This design comes from an exercise in tuning for small area, a short achievable clock period and few clock cycles on the open sky130 flow, not from production work.
Function not checked in this run: the RTL went through the layout flow alone.
Power is estimated from default activity; no workload was simulated.

==> flow/design.v <==
package cache_geom_pkg;
    localparam int WORD_W          = 32;
    localparam int WORDS_PER_BLOCK = 4;
    localparam int OFFSET_W     = 2;
    localparam int BLOCK_ADDR_W = 28;     
    localparam int TAG_W        = BLOCK_ADDR_W;
    localparam int BLOCK_W = WORDS_PER_BLOCK * WORD_W;
endpackage
`timescale 1ns/1ps
module cache_tag_store
(
    input  logic                              clk,
    input  logic                              proc_reset,
    input  logic [cache_geom_pkg::TAG_W-1:0]  addr_tag,
    input  logic                              lookup,
    input  logic                              fill_we,
    output logic                              hit,
    output logic [cache_geom_pkg::TAG_W-1:0]  tag
);
    logic valid;
    assign hit = valid && (tag == addr_tag);
    always_ff @(posedge clk)
    begin
        if (proc_reset)
        begin
            valid <= 1'b0;
        end
        else if (lookup)
        begin
            valid <= hit;
        end
        else if (fill_we)
        begin
            valid <= 1'b1;
        end
    end
    always_ff @(posedge clk)
    begin
        if (lookup)
        begin
            tag <= addr_tag;
        end
    end
endmodule
`timescale 1ns/1ps
module cache_data_store
(
    input  logic                                 clk,
    input  logic [cache_geom_pkg::OFFSET_W-1:0]  addr_offset,
    input  logic                                 proc_write,
    input  logic [cache_geom_pkg::WORD_W-1:0]    wdata,
    input  logic                                 fill_we,
    input  logic [cache_geom_pkg::BLOCK_W-1:0]   fill_block,
    output logic [cache_geom_pkg::BLOCK_W-1:0]   line_block
);
    localparam int W = cache_geom_pkg::WORD_W;
    always_ff @(posedge clk)
    begin
        for (int k = 0; k < cache_geom_pkg::WORDS_PER_BLOCK; k++)
        begin
            if (proc_write && addr_offset == k)
            begin
                line_block[k*W +: W] <= wdata;
            end
            else if (fill_we)
            begin
                line_block[k*W +: W] <= fill_block[k*W +: W];
            end
        end
    end
endmodule
`timescale 1ns/1ps
module cache_controller
(
    input  logic                                     clk,
    input  logic                                     proc_reset,
    input  logic                                     proc_read,
    input  logic                                     proc_write,
    input  logic [cache_geom_pkg::OFFSET_W-1:0]      addr_offset,
    input  logic                                     hit,
    input  logic [cache_geom_pkg::BLOCK_W-1:0]       line_block,
    input  logic [cache_geom_pkg::BLOCK_W-1:0]       mem_rdata,
    input  logic                                     mem_ready,
    output logic                                     lookup,
    output logic                                     fill_we,
    output logic [cache_geom_pkg::WORD_W-1:0]        proc_rdata,
    output logic                                     proc_stall,
    output logic                                     mem_read,
    output logic                                     mem_write,
    output logic [cache_geom_pkg::BLOCK_W-1:0]       mem_wdata
);
    localparam int W = cache_geom_pkg::WORD_W;
    logic done;     
    logic req;
    assign req     = proc_read || proc_write;
    assign lookup  = req && !(mem_read || mem_write || done);
    assign fill_we = mem_read && mem_ready;
    assign proc_stall = !done;
    assign mem_wdata  = line_block;
    always_ff @(posedge clk)
    begin
        if (proc_reset)
        begin
            done      <= 1'b0;
            mem_read  <= 1'b0;
            mem_write <= 1'b0;
        end
        else
        begin
            done      <= (lookup && proc_read && hit)
                      || (fill_we && proc_read)
                      || (mem_write && mem_ready);
            mem_read  <= (lookup && !hit)
                      || (mem_read && !mem_ready);
            mem_write <= (lookup && proc_write && hit)
                      || (fill_we && proc_write)
                      || (mem_write && !mem_ready);
        end
    end
    always_ff @(posedge clk)
    begin
        if (mem_ready)
        begin
            proc_rdata <= mem_rdata[addr_offset*W +: W];
        end
        else
        begin
            proc_rdata <= line_block[addr_offset*W +: W];
        end
    end
endmodule
`timescale 1ns/1ps
module cache_top
(
    input  logic                    clk,
    input  logic                    proc_reset,
    input  logic                    proc_read,
    input  logic                    proc_write,
    input  logic [29:0]             proc_addr,
    input  logic [cache_geom_pkg::WORD_W-1:0]       proc_wdata,
    output logic [cache_geom_pkg::WORD_W-1:0]       proc_rdata,
    output logic                    proc_stall,
    output logic                    mem_read,
    output logic                    mem_write,
    output logic [cache_geom_pkg::BLOCK_ADDR_W-1:0] mem_addr,
    output logic [cache_geom_pkg::BLOCK_W-1:0]      mem_wdata,
    input  logic [cache_geom_pkg::BLOCK_W-1:0]      mem_rdata,
    input  logic                    mem_ready
);
    logic [cache_geom_pkg::TAG_W-1:0]    addr_tag;
    logic [cache_geom_pkg::OFFSET_W-1:0] addr_offset;
    logic               hit;
    logic               lookup;
    logic               fill_we;
    logic [cache_geom_pkg::BLOCK_W-1:0] line_block;
    assign {addr_tag, addr_offset} = proc_addr;
    cache_tag_store u_tag_store (
        .clk        (clk),
        .proc_reset (proc_reset),
        .addr_tag   (addr_tag),
        .lookup     (lookup),
        .fill_we    (fill_we),
        .hit        (hit),
        .tag        (mem_addr)
    );
    cache_data_store u_data_store (
        .clk         (clk),
        .addr_offset (addr_offset),
        .proc_write  (proc_write),
        .wdata       (proc_wdata),
        .fill_we     (fill_we),
        .fill_block  (mem_rdata),
        .line_block  (line_block)
    );
    cache_controller u_controller (
        .clk         (clk),
        .proc_reset  (proc_reset),
        .proc_read   (proc_read),
        .proc_write  (proc_write),
        .addr_offset (addr_offset),
        .hit         (hit),
        .line_block  (line_block),
        .mem_rdata   (mem_rdata),
        .mem_ready   (mem_ready),
        .lookup      (lookup),
        .fill_we     (fill_we),
        .proc_rdata  (proc_rdata),
        .proc_stall  (proc_stall),
        .mem_read    (mem_read),
        .mem_write   (mem_write),
        .mem_wdata   (mem_wdata)
    );
endmodule
==> flow/flow/run.sh <==
#!/bin/bash
# standard layout, with plain buf_1 cells as the port buffers
set -euo pipefail
bash standard.sh finish BUFFER_PORTS_ARGS="-buffer_cell sky130_fd_sc_hd__buf_1" > standard_flow.log 2>&1
==> flow/standard.sh <==
#!/bin/bash
# synth_recipe.tcl (not shown) runs the flow's synth.tcl, then flattens the netlist and writes it again
# the make line also repeats each setting of config.mk as NAME=value (left out here)
make -C /OpenROAD-flow-scripts/flow DESIGN_CONFIG=/design/flow/config.mk WORK_HOME=/design/flow/orfs CLKGATE_MAP_FILE= SYNTH_SCRIPT=/design/flow/synth_recipe.tcl "${@:-finish}"
==> flow/config.mk <==
export PLATFORM = sky130hd
export DESIGN_NAME = cache_top
export DESIGN_NICKNAME = cache_top
export VERILOG_FILES = /design/flow/design.v
export SDC_FILE = /design/flow/constraint.sdc
export NUM_CORES = 4
export LEC_CHECK = 0
export CAP_MARGIN = 20
export CORE_MARGIN = 2
export CORE_UTILIZATION = 45
export CTS_BUF_LIST = sky130_fd_sc_hd__clkbuf_4 sky130_fd_sc_hd__clkbuf_8
export SETUP_SLACK_MARGIN = 3.8
export SLEW_MARGIN = 20
==> flow/constraint.sdc <==
create_clock -name core_clock -period 6.0 [get_ports {clk}]
set_input_delay 1.2000 -clock core_clock [delete_from_list [all_inputs] [get_ports {clk}]]
set_output_delay 1.2000 -clock core_clock [all_outputs]
set_load 0.01 [all_outputs]
==> run notes <==
## area by class of cell
| type | count | area, um^2 |
|---|---|---|
| diodes | 2 | 5.00 |
| clock buffers | 21 | 277 |
| clock inverters | 11 | 106 |
| fillers | 1581 | 7050 |
| inverters | 6 | 26.3 |
| multi-input cells | 292 | 4210 |
| flip-flops and latches | 192 | 5410 |
| well taps | 270 | 338 |
| repair buffers | 492 | 2810 |
| repair inverters | 1 | 7.51 |
## through the flow
step / power (W) / cell area, um^2 / hold slack, ns
6_report: 0.00324 / 13200 / 0.589
5_1_grt: 0.00337 / 13200 / 0.613
2_1_floorplan: 0.00205 / 10000 / 0.488
3_5_place_dp: 0.00228 / 11400 / 0.528
3_3_place_gp: 0.00227 / 11400 / 0.520
4_1_cts: 0.00321 / 12700 / 0.573
## power groups by stage
stage                     sequential (W)  combinational (W)  clock, W
after CTS                        0.00165           0.000697  0.000861
after global routing             0.00166           0.000784  0.000919
after detailed placement         0.00168           0.000597         0
final                            0.00165           0.000741  0.000851
after global placement           0.00168           0.000586         0
after floorplan                  0.00172           0.000323         0
## cell usage after synthesis, drive strengths merged, types with 2 or more instances
| master | n | share of area (%) |
|---|---|---|
| nand2b | 2 | 0.13 |
| nand3b | 2 | 0.16 |
| or4b | 2 | 0.22 |
| inv | 6 | 0.24 |
| nor4 | 5 | 0.34 |
| dfxtp | 36 | 7.8 |
| nor2 | 3 | 0.12 |
| xor2 | 23 | 2.2 |
| mux4 | 64 | 16 |
| nand3 | 2 | 0.11 |
| clkbuf | 14 | 0.57 |
| a21oi | 3 | 0.16 |
| xnor2 | 2 | 0.19 |
| nand2 | 10 | 0.40 |
| edfxtp | 156 | 50 |
| mux2 | 159 | 19 |
| buf | 18 | 0.93 |
## final timing paths
kind                                               end  slack (ns)  cells past startpoint
worst max register to register  u_controller.mem_write        3.88                      6
worst max-delay path            u_controller.mem_write        3.60                      6
worst min-delay path                 u_tag_store.valid        0.59                      2
worst min register to register       u_tag_store.valid        0.59                      2
## flip-flops by register name, indices dropped and copies added (netlist names)
signal / flops
u_tag_store.valid: 1
u_controller.mem_write: 1
u_controller.done: 1
u_tag_store.tag: 28
u_controller.mem_read: 1
u_controller.proc_rdata: 32
u_data_store.line_block: 128
## routing by layer
| metal | share of wire, % | wire [um] | track usage (%) | vias to the layer above |
|---|---|---|---|---|
| met1 | 38 | 11900 | 35.2 | 3612 |
| met3 | 8.4 | 2610 | 6.36 | 43 |
| met2 | 51 | 16000 | 49.9 | 356 |
| li1 | - | - | - | 3091 |
| met5 | 0 | 0 | 0 | - |
| met4 | 2.5 | 784 | 8.99 | 0 |
## timing repair
item,in CTS,in global routing
resized for setup,86,137
buffers inserted,61,33
cloned,7,0
setup endpoints to repair,486,193
pin swaps,5,5
## cells in the final DEF, fill, tap and decap left out, types with 3 or more instances in the layout
cell / count
nand2_8: 3
dfxtp_1: 31
edfxtp_1: 156
clkbuf_8: 22
mux2_4: 93
clkbuf_2: 111
inv_6: 3
a21oi_1: 3
buf_1: 225
mux2_2: 66
nand2_1: 6
buf_2: 26
inv_1: 5
dfxtp_2: 5
mux4_2: 64
clkinvlp_4: 5
nor4_1: 3
xor2_1: 23
nor2_1: 3
buf_12: 7
buf_6: 23
buf_4: 92
## tightest hold or removal path: stages (launching register included)
cell and delay [ns]:
dfxtp_1 0.33, a21oi_1 0.15, a211oi_2 0.06
## cells by family (layout without fill, tap and decap cells)
logic type / after synthesis / after routing / share of synthesized area (%)
and+or+nand+nor: 33 / 35 / 2.04
AOI/OAI and AO/OA: 9 / 9 / 0.782
xor gates and xnor gates: 25 / 25 / 2.36
muxes: 223 / 223 / 34.8
DFF: 192 / 192 / 58.3
buffers and inverters: 38 / 531 / 1.74
other: 0 / 2 / 0
==> impl_metrics.env <==
export IMPL_grt_max_degree=34
export IMPL_syn_avg_cell_area_um2=17.8
export IMPL_fp_dieH_um=148
export IMPL_r2r_start="u_tag_store.tag[25]"
export IMPL_pwr_share_comb_pct=22.8
export IMPL_nets=1197
export IMPL_drtIter0Drc=471
export IMPL_hold_viol=0
export IMPL_post_route_period_util_pct=40.0
export IMPL_hold_path_startpoint="u_tag_store.valid"
export IMPL_ant_nets=0
export IMPL_fin_cells=1287
export IMPL_critPathLaunchType="input port"
export IMPL_clock_skew_ns=0.0169
export IMPL_synthCells=520
export IMPL_slew_limit_headroom_pct=66.3
export IMPL_yosysWarnings=3
export IMPL_cp_end_kind="flip-flop"
export IMPL_cts_tree="built"
export IMPL_grt_antenna_before_repair=2
export IMPL_drive_gt1_share_pct=53.8
export IMPL_cts_made_buffers=17
export IMPL_clock_latency_ns=0.46
export IMPL_syn_to_final_growth_pct=42.1
export IMPL_grt_pass1_vias=7510
export IMPL_fin_setup_tns_ns=0
export IMPL_crit_path_cell_trace="buf_4 > nor2_1 > or4_4 > nor2_1 > or4b_4 > a311oi_2"
export IMPL_yosys_most_used_dff="edfxtp_1"
export IMPL_setup_viol=0
export IMPL_cts_root_buffer="clkbuf_8"
export IMPL_synth_edf_count=156
export IMPL_cp_num_buf_inv=1
export IMPL_rsz0062_at_grt="true"
export IMPL_hp_class="reg -> reg"
export IMPL_netlist_area_um2=9280
export IMPL_final_core_util_pct=65.2
export IMPL_io_pins=386
export IMPL_worstMarginPinSlew_ns=0.506
export IMPL_switching_share_pct=27.9
export IMPL_status="finished clean"
export IMPL_cts_hold_buf=0
export IMPL_seq_area_frac_synth_pct=58.3
export IMPL_crit_type="in -> reg"
export IMPL_critPathMaxFanout=7
export IMPL_cp_common_cell="nor2_1"
export IMPL_cts_clk_slew_worst_paths_ns=0.09
export IMPL_htreeDepth=4
export IMPL_setup_slack_ns=3.60
export IMPL_synth_nets=715
export IMPL_async_flop_share_pct=0
export IMPL_ir_drop_v=0.000139
export IMPL_clkPwrFrac_pct=26.2
export IMPL_post_synth_num_cell_types=32
export IMPL_num_vias=7102
export IMPL_cp_top_family="simple AND/OR/NAND/NOR gates"
export IMPL_cap_violations=0
export IMPL_cts_path_max_buffers=2
export IMPL_slowest_delay_ns=0.48
export IMPL_dp_cells=1152
export IMPL_gp_congestion=0.806
export IMPL_cp_slowest_cell="or4_4"
export IMPL_post_route_min_period_ns=2.40
export IMPL_first_pass_iters=5
export IMPL_via_per_inst=5.52
export IMPL_die_area_um2=21800
export IMPL_p_int_w=0.00234
export IMPL_coreArea_um2=20200
export IMPL_place_hpwl_um=20300
export IMPL_seqPwrFrac_pct=50.9
export IMPL_die_w_um=148
export IMPL_grt_overflow_total=0
export IMPL_max_freq_mhz=417
export IMPL_critPathLaunch="proc_write"
export IMPL_cts_sinks=192
export IMPL_grt_usage_pct=28.5
export IMPL_arrival_ns=2.77
export IMPL_num_rows=52
export IMPL_worstPathRequired_ns=6.37
export IMPL_grt_pass1_wl_um=45500
export IMPL_p_sw_w=0.000905
export IMPL_powerDensity_nw_per_um2=246
export IMPL_drv_slew=0
export IMPL_pre_cts_slack_ns=2.43
export IMPL_p_leak_nw=5.24
export IMPL_initial_utilization_pct=45.9
export IMPL_drc=0
export IMPL_io_buffers=385
export IMPL_drt_wirelength_per_cell_um=24.3
export IMPL_routed_wl_um=31300
export IMPL_synth_seq_cells=192

-- re-timing with driven ports --
Ports are ideal in the flow. The routed layout listed here was re-timed in OpenROAD.
Step 1 (the two cells are an assumption about what drives the block):
set clk [get_ports {clk}]
set_driving_cell -lib_cell sky130_fd_sc_hd__clkbuf_16 $clk
set_driving_cell -lib_cell sky130_fd_sc_hd__buf_2 [delete_from_list [all_inputs] $clk]
Step 2 moves the port delays by t, midway between the first and last clock arrival at a register: inputs arrive t later, outputs are due t later. That takes back most of the time a late clock gives input paths.
Slacks: ideal ports / drivers / drivers and shift; pairs: ideal ports / drivers.
t, ns: 0.499
slack for setup (ns): 3.602 / 3.595 / 3.095
hold WS [ns]: 0.589 / 0.589 / 0.589
slew at the worst register clock pin (ns): 0.11 / 0.11
After both steps this run still meets setup and hold. The setup slack of this run moves by -0.007 ns with the drivers and by -0.507 ns with both steps.
